From an optimization exercise on the open Yosys and OpenROAD flow, aimed at small area, a short achievable clock period and few clock cycles per item; shortcuts taken in it are not production practice. RTL that was checked went through simulation tests only; none was proved equivalent to the original. Power and IR drop assume default switching activity.

==> inputs of run C <==
Design mm_top, start of the top module:
module mm_top
(
  input  logic        clk_i,
  input  logic        rst_i,
  input  logic        in_valid_i,
  input  logic [35:0] in_beat_i,
  output logic        in_ready_o,
  output logic        z_valid_o,
  output logic [79:0] z_o,
  input  logic        z_ready_i,
  output logic        busy_o
);
Settings: LEC_CHECK=0, CAP_MARGIN=20, CORE_MARGIN=2, CORE_UTILIZATION=40, CTS_CLUSTER_DIAMETER=110, CTS_CLUSTER_SIZE=26, SETUP_SLACK_MARGIN=4.2, SLEW_MARGIN=20; clock period 7.0 ns.
run.sh (not shown) runs the stock make flow with config.mk's settings and CLKGATE_MAP_FILE= SYNTH_SCRIPT=/design/flow/synth_recipe.tcl, a recipe that flattens the netlist after the stock synthesis.
==> run X (differences from run C) <==
- CTS_CLUSTER_DIAMETER: 110 -> not set
- CTS_CLUSTER_SIZE: 26 -> not set
- SETUP_SLACK_MARGIN: 4.2 -> 3.9
==> run P (differences from run C) <==
==> flow/flow/run.sh (new file) <==
#!/bin/bash
# Layout with the standard flow; the only change is the port buffers:
# every input and output port still gets one, but as buf_2 rather than the
# delay cell the flow's default choice picks.
set -euo pipefail
export BUFFER_PORTS_ARGS="-buffer_cell sky130_fd_sc_hd__buf_2"
bash standard.sh synth > synth.log 2>&1
bash standard.sh > layout.log 2>&1
==> flow/standard.sh (new file) <==
#!/bin/bash
# synth_recipe.tcl (not shown) runs the flow's synth.tcl, then flattens the netlist and writes it again
# the make line also repeats each setting of config.mk as NAME=value (left out here)
make -C /OpenROAD-flow-scripts/flow DESIGN_CONFIG=/design/flow/config.mk WORK_HOME=/design/flow/orfs CLKGATE_MAP_FILE= SYNTH_SCRIPT=/design/flow/synth_recipe.tcl "${@:-finish}"
removed: flow/run.sh
==> notes.md <==
                                                                                            run X                               run P                               run C
Data required time of the worst path                                                      7290 ps                             7350 ps                             7360 ps
Number of buffers and inverters on the critical path                                            3                                   0                                   2
Worst supply voltage drop on vdd                                                         0.193 mV                            0.173 mV                            0.196 mV
ClkCell Share                                                                               6.17%                               2.89%                               2.56%
Detailed Route Iter0 Violations                                                              1733                                1703                                1943
Ratio of final minimum period to clock period                                               42.7%                               40.7%                               39.1%
Count of non-CTS buffers in the layout                                                        161                                 165                                 177
Worst setup path startpoint                                                             z_ready_i  i_engine.i_pe_row.cs2_q[5]$_DFF_P_  i_engine.i_pe_row.cs2_q[3]$_DFF_P_
Reg area                                                                                15300 µm²                           15300 µm²                           15300 µm²
Critical Path Fanout Max                                                                       28                                   4                                   4
Area occupied by multi-input gates                                                      11300 µm²                           11400 µm²                           11500 µm²
Number of antenna violations at the first check in global routing                               3                                   0                                   0
Placed Instances                                                                             3175                                3171                                3171
Status                                                                   timing/DRC/antenna clean            timing/DRC/antenna clean            timing/DRC/antenna clean
Internal power                                                                            5710 µW                             4700 µW                             4650 µW
Share of cell area taken by multi-input logic gates                                         35.6%                               37.8%                               37.3%
Top layer reached by signal wires                                                            met5                                met4                                met4
Relative max-transition margin                                                              29.0%                               27.9%                               28.9%
Combinational cell power                                                                   157 µW                              147 µW                              158 µW
Total number of vias                                                                        17.4k                               17.3k                               17.4k
Beginning of the worst hold path                                       i_engine.row1_q[1]$_DFF_P_  i_engine.i_pe_row.cs1_q[2]$_DFF_P_  i_engine.i_pe_row.cs1_q[0]$_DFF_P_
Number of global-route vias before repair                                                   16.7k                               16.2k                               16.3k
Weighted congestion at the end of routability-driven global placement                       0.829                               0.842                               0.844
Core utilization of the finished layout                                                     46.4%                               44.2%                               45.0%
Flop pwr share                                                                              54.1%                               65.2%                               66.1%
FMAX                                                                                    0.334 GHz                           0.351 GHz                           0.365 GHz
Testbench counts of run C, summed over its fixed seeds: cycles 3,136, jobs 512.
Testbench counts of run X, summed over its fixed seeds: cycles 3,136, jobs 512.
Testbench counts of run P, summed over its fixed seeds: cycles 3,136, jobs 512.

* * *

==> inputs of 08-05 <==
Starting RTL as in the previous note.
clock: 7.0 ns
lec_check: 0
abc_clock_period_in_ps: 1000
cap_margin: 20
core_margin: 2
core_utilization: 40
setup_slack_margin: 4.5
slew_margin: 20
Stock flow here: none of the scripts above is used.
==> inputs of 06-22, as changes to 08-05 <==
ABC_CLOCK_PERIOD_IN_PS = unset   (was 1000)
CORE_UTILIZATION = 55   (was 40)
CTS_BUF_LIST = sky130_fd_sc_hd__clkbuf_4 sky130_fd_sc_hd__clkbuf_8   (was unset)
CTS_CLUSTER_SIZE = 20   (was unset)
==> inputs of 03-14, as changes to 08-05 <==
--- a/flow/design.v
+++ b/flow/design.v
@@ -1245,18 +1245,20 @@
     cs2_q[42] <= c444;
     cs2_q[43] <= s445;
     cs2_q[44] <= cs1_q[118];
     cs2_q[45] <= c446;
     cs2_q[46] <= s447;
     cs2_q[47] <= c448;
   end
-  logic [19:0] ra, rb;
-  assign ra = {1'b1, 1'b1, 1'b1, c480, c478, c476, c474, c472, c470, c468, c466, c464, c462, c460, c458, c456, c454, c452, c450, s449};
-  assign rb = {1'b0, 1'b0, 1'b0, cs2_q[47], s479, s477, s475, s473, s471, s469, s467, s465, s463, s461, s459, s457, s455, s453, s451, cs2_q[2]};
-  assign z_o = ra + rb;
+  logic [17:0] ra, rb;
+  assign ra = {1'b1, c480, c478, c476, c474, c472, c470, c468, c466, c464, c462, c460, c458, c456, c454, c452, c450, s449};
+  assign rb = {1'b0, cs2_q[47], s479, s477, s475, s473, s471, s469, s467, s465, s463, s461, s459, s457, s455, s453, s451, cs2_q[2]};
+  logic [17:0] zs;
+  assign zs = ra + rb;
+  assign z_o = {{2{zs[17]}}, zs};
 endmodule
 `timescale 1ns/10ps
 module mm_engine
 (
   input  logic         clk_i,
   input  logic         rst_i,
   input  logic         comp_i,
ABC_CLOCK_PERIOD_IN_PS = unset   (was 1000)
CTS_CLUSTER_DIAMETER = 110   (was unset)
CTS_CLUSTER_SIZE = 26   (was unset)
SETUP_SLACK_MARGIN = 4.2   (was 4.5)
==> notes.md <==
06-22 ran to the end with no violations. 03-14 finished clean. 08-05 produced a clean layout.
The lowest critical path depth belongs to 03-14, the highest to 08-05.
Clock skew, highest first: 03-14, 06-22, 08-05.
Wire length, highest first: 06-22, 08-05, 03-14.
In 08-05 the clock-buffer cell count is lower than in 06-22, by 54.
Between 08-05 and 06-22, the lower global-route usage is in 08-05 (gap 7.3 points).
Maximum frequency, lowest first: 06-22, 03-14, 08-05.
In 08-05 the via count is smaller than in 06-22, by 2.3%.
Sequential share of layout area: 03-14 is higher than 08-05 (2.1 points).
Non-clock buffer count, highest first: 06-22, 08-05, 03-14.
The lowest first-iteration DRC count belongs to 08-05, the highest to 06-22.
==> figures <==
Rows: 08-05 96; 03-14 96; 06-22 82
Number of levels the H-tree was split into: 08-05 2; 03-14 1; 06-22 3
Sequential fraction of the synthesis area: 08-05 55.5%; 03-14 54.8%; 06-22 55.5%
Clock share of power: 08-05 44.6%; 03-14 32.1%; 06-22 43.5%
Final wirelength: 08-05 67.4 mm; 03-14 65.2 mm; 06-22 70.5 mm
Grt met3 use: 08-05 2.57%; 03-14 1.87%; 06-22 4.99%
Worst supply voltage drop on vdd: 08-05 0.208 mV; 03-14 0.181 mV; 06-22 0.210 mV
Placement-stage worst setup slack: 08-05 2770 ps; 03-14 2550 ps; 06-22 2750 ps
Post-DR wirelength/cell: 08-05 20.1 µm; 03-14 19.6 µm; 06-22 21.9 µm
Overall die width: 08-05 267 µm; 03-14 267 µm; 06-22 228 µm
Antenna Diode Count: 08-05 0; 03-14 0; 06-22 1
CP Depth: 08-05 11; 03-14 9; 06-22 10
Timing-limited maximum frequency: 08-05 360 MHz; 03-14 354 MHz; 06-22 351 MHz
Count of fill cells added during filler insertion: 08-05 6,042; 03-14 6,220; 06-22 3,871
Result of the run: 08-05 finished clean; 03-14 finished clean; 06-22 finished clean
Total Nets Final: 08-05 2,629; 03-14 2,583; 06-22 2,680
Buffers outside the clock class: 08-05 210; 03-14 180; 06-22 226
Number of instances resized during post-cts repair: 08-05 433; 03-14 115; 06-22 463
Multi-input combinational cell count: 08-05 1,426; 03-14 1,446; 06-22 1,425
Placer's final routability congestion estimate: 08-05 0.835; 03-14 0.854; 06-22 0.858
Power density over cell area: 08-05 222 nW/µm²; 03-14 189 nW/µm²; 06-22 217 nW/µm²
Testbench counts of 08-05, summed over its fixed seeds: cycles 3,136, jobs 512.
Testbench counts of 06-22, summed over its fixed seeds: cycles 3,136, jobs 512.
For 03-14, only the layout was checked, not whether the RTL still works.

* * *

==> inputs of run a <==
Another version of the RTL of mm_top (not shown whole).
Settings: LEC_CHECK=0, CAP_MARGIN=20, CORE_MARGIN=2, CORE_UTILIZATION=40, SETUP_SLACK_MARGIN=4.4, SLEW_MARGIN=20; clock period 7.0 ns.
==> inputs of run b, as changes to run a <==
- SETUP_SLACK_MARGIN: 4.4 -> not set
==> inputs of run c, as changes to run a <==
- ABC_CLOCK_PERIOD_IN_PS: not set -> 2600
==> flow_metrics.env <==
export IMPL_seq_area_frac=0.4482
export IMPL_timing_worst_slew_pin_value_ns=1.068
export IMPL_antennaDiodeCount=1
export IMPL_gp_congestion=0.8891
export IMPL_fmax_ghz=0.3122
export IMPL_powerComb_mw=0.0889
export IMPL_pwr_share_seq=0.529
export IMPL_wl_met3_um=3544
export IMPL_worstPathRequired_ns=7.56
export IMPL_routedWlPerCell_um=21.27
export IMPL_finalClockSkew_ns=0.04755
export IMPL_p_sw_frac=0.2040
export IMPL_post_cts_buffers=143
export IMPL_hold_end="i_engine.last2_q"
export IMPL_status="timing/DRC/antenna clean"
export IMPL_post_dp_hpwl_um=41060
# the run above: run a

==> flow_metrics.env <==
export IMPL_gp_congestion=0.8724
export IMPL_powerComb_mw=0.0700
export IMPL_p_sw_frac=0.2041
export IMPL_antennaDiodeCount=0
export IMPL_hold_end="i_engine.row2_q[0]"
export IMPL_status="timing/DRC/antenna clean"
export IMPL_wl_met3_um=2872
export IMPL_worstPathRequired_ns=7.50
export IMPL_fmax_ghz=0.2384
export IMPL_utilization=0.4740
export IMPL_timing_worst_slew_pin_value_ns=1.162
export IMPL_post_cts_buffers=0
export IMPL_grt_use_met3=0.02763
export IMPL_finalClockSkew_ns=0.07743
export IMPL_dominant_cells="sequential cells"
export IMPL_nNonClkInverters=250
export IMPL_crit_path_max_fanout=17
# the run above: run b

==> flow_metrics.env <==
export IMPL_status="timing/DRC/antenna clean"
export IMPL_hold_end="i_engine.last2_q"
export IMPL_powerComb_mw=0.0889
export IMPL_seq_area_frac=0.4482
export IMPL_worstPathRequired_ns=7.56
export IMPL_finalClockSkew_ns=0.04755
export IMPL_pwr_share_seq=0.529
export IMPL_wl_met3_um=3544
export IMPL_gp_congestion=0.8891
# the run above: run c

Testbench counts of run a, summed over its fixed seeds: cycles 3,136, jobs 512.
Testbench counts of run b, summed over its fixed seeds: cycles 3,136, jobs 512.
Testbench counts of run c, summed over its fixed seeds: cycles 3,136, jobs 512.

==> afterwards: timing with drivers on the ports <==
The flow's constraints put no driver on any port. The routed layouts listed below were extracted and timed again, unchanged, in two steps.
Step 1, drivers: a clkbuf_16 drives clk_i and a buf_2 each remaining input, both assumed.
Step 2 adds t to the input delays and takes it off the output delays; t is the mean of the earliest and latest rising clock arrival at the registers after step 1. Input paths then give back, and output paths get back, about the clock's delay inside the block.
Three values: ideal, step 1, step 2; two values: the first two.
run | t (ns) | setup slack, ns | latest minus earliest clock arrival (ns) | pins driven straight from the clock port
run C of note 1 | 0.665 | 4.262 / 4.216 / 3.661 | 0.027 / 0.027 | 1
run X of note 1 | 0.679 | 4.010 / 3.956 / 3.368 | 0.031 / 0.030 | 1
run P of note 1 | 0.682 | 4.150 / 4.150 / 3.653 | 0.049 / 0.049 | 1
08-05 | 0.677 | 4.224 / 4.224 / 3.749 | 0.030 / 0.029 | 1
06-22 | 0.760 | 4.154 / 4.154 / 3.654 | 0.048 / 0.048 | 1
03-14 | 0.665 | 4.179 / 4.179 / 3.603 | 0.049 / 0.049 | 1
run a of note 3 | 0.684 | 3.797 / 3.797 / 3.797 | 0.048 / 0.048 | 1
run b of note 3 | 0.689 | 2.806 / 2.806 / 2.806 | 0.081 / 0.081 | 1
run c of note 3 | 0.684 | 3.797 / 3.797 / 3.797 | 0.048 / 0.048 | 1
After both steps every run listed still meets setup and hold. The setup slack of run X of note 1, which loses most, moves by -0.054 ns with the drivers and by -0.642 ns with both steps.
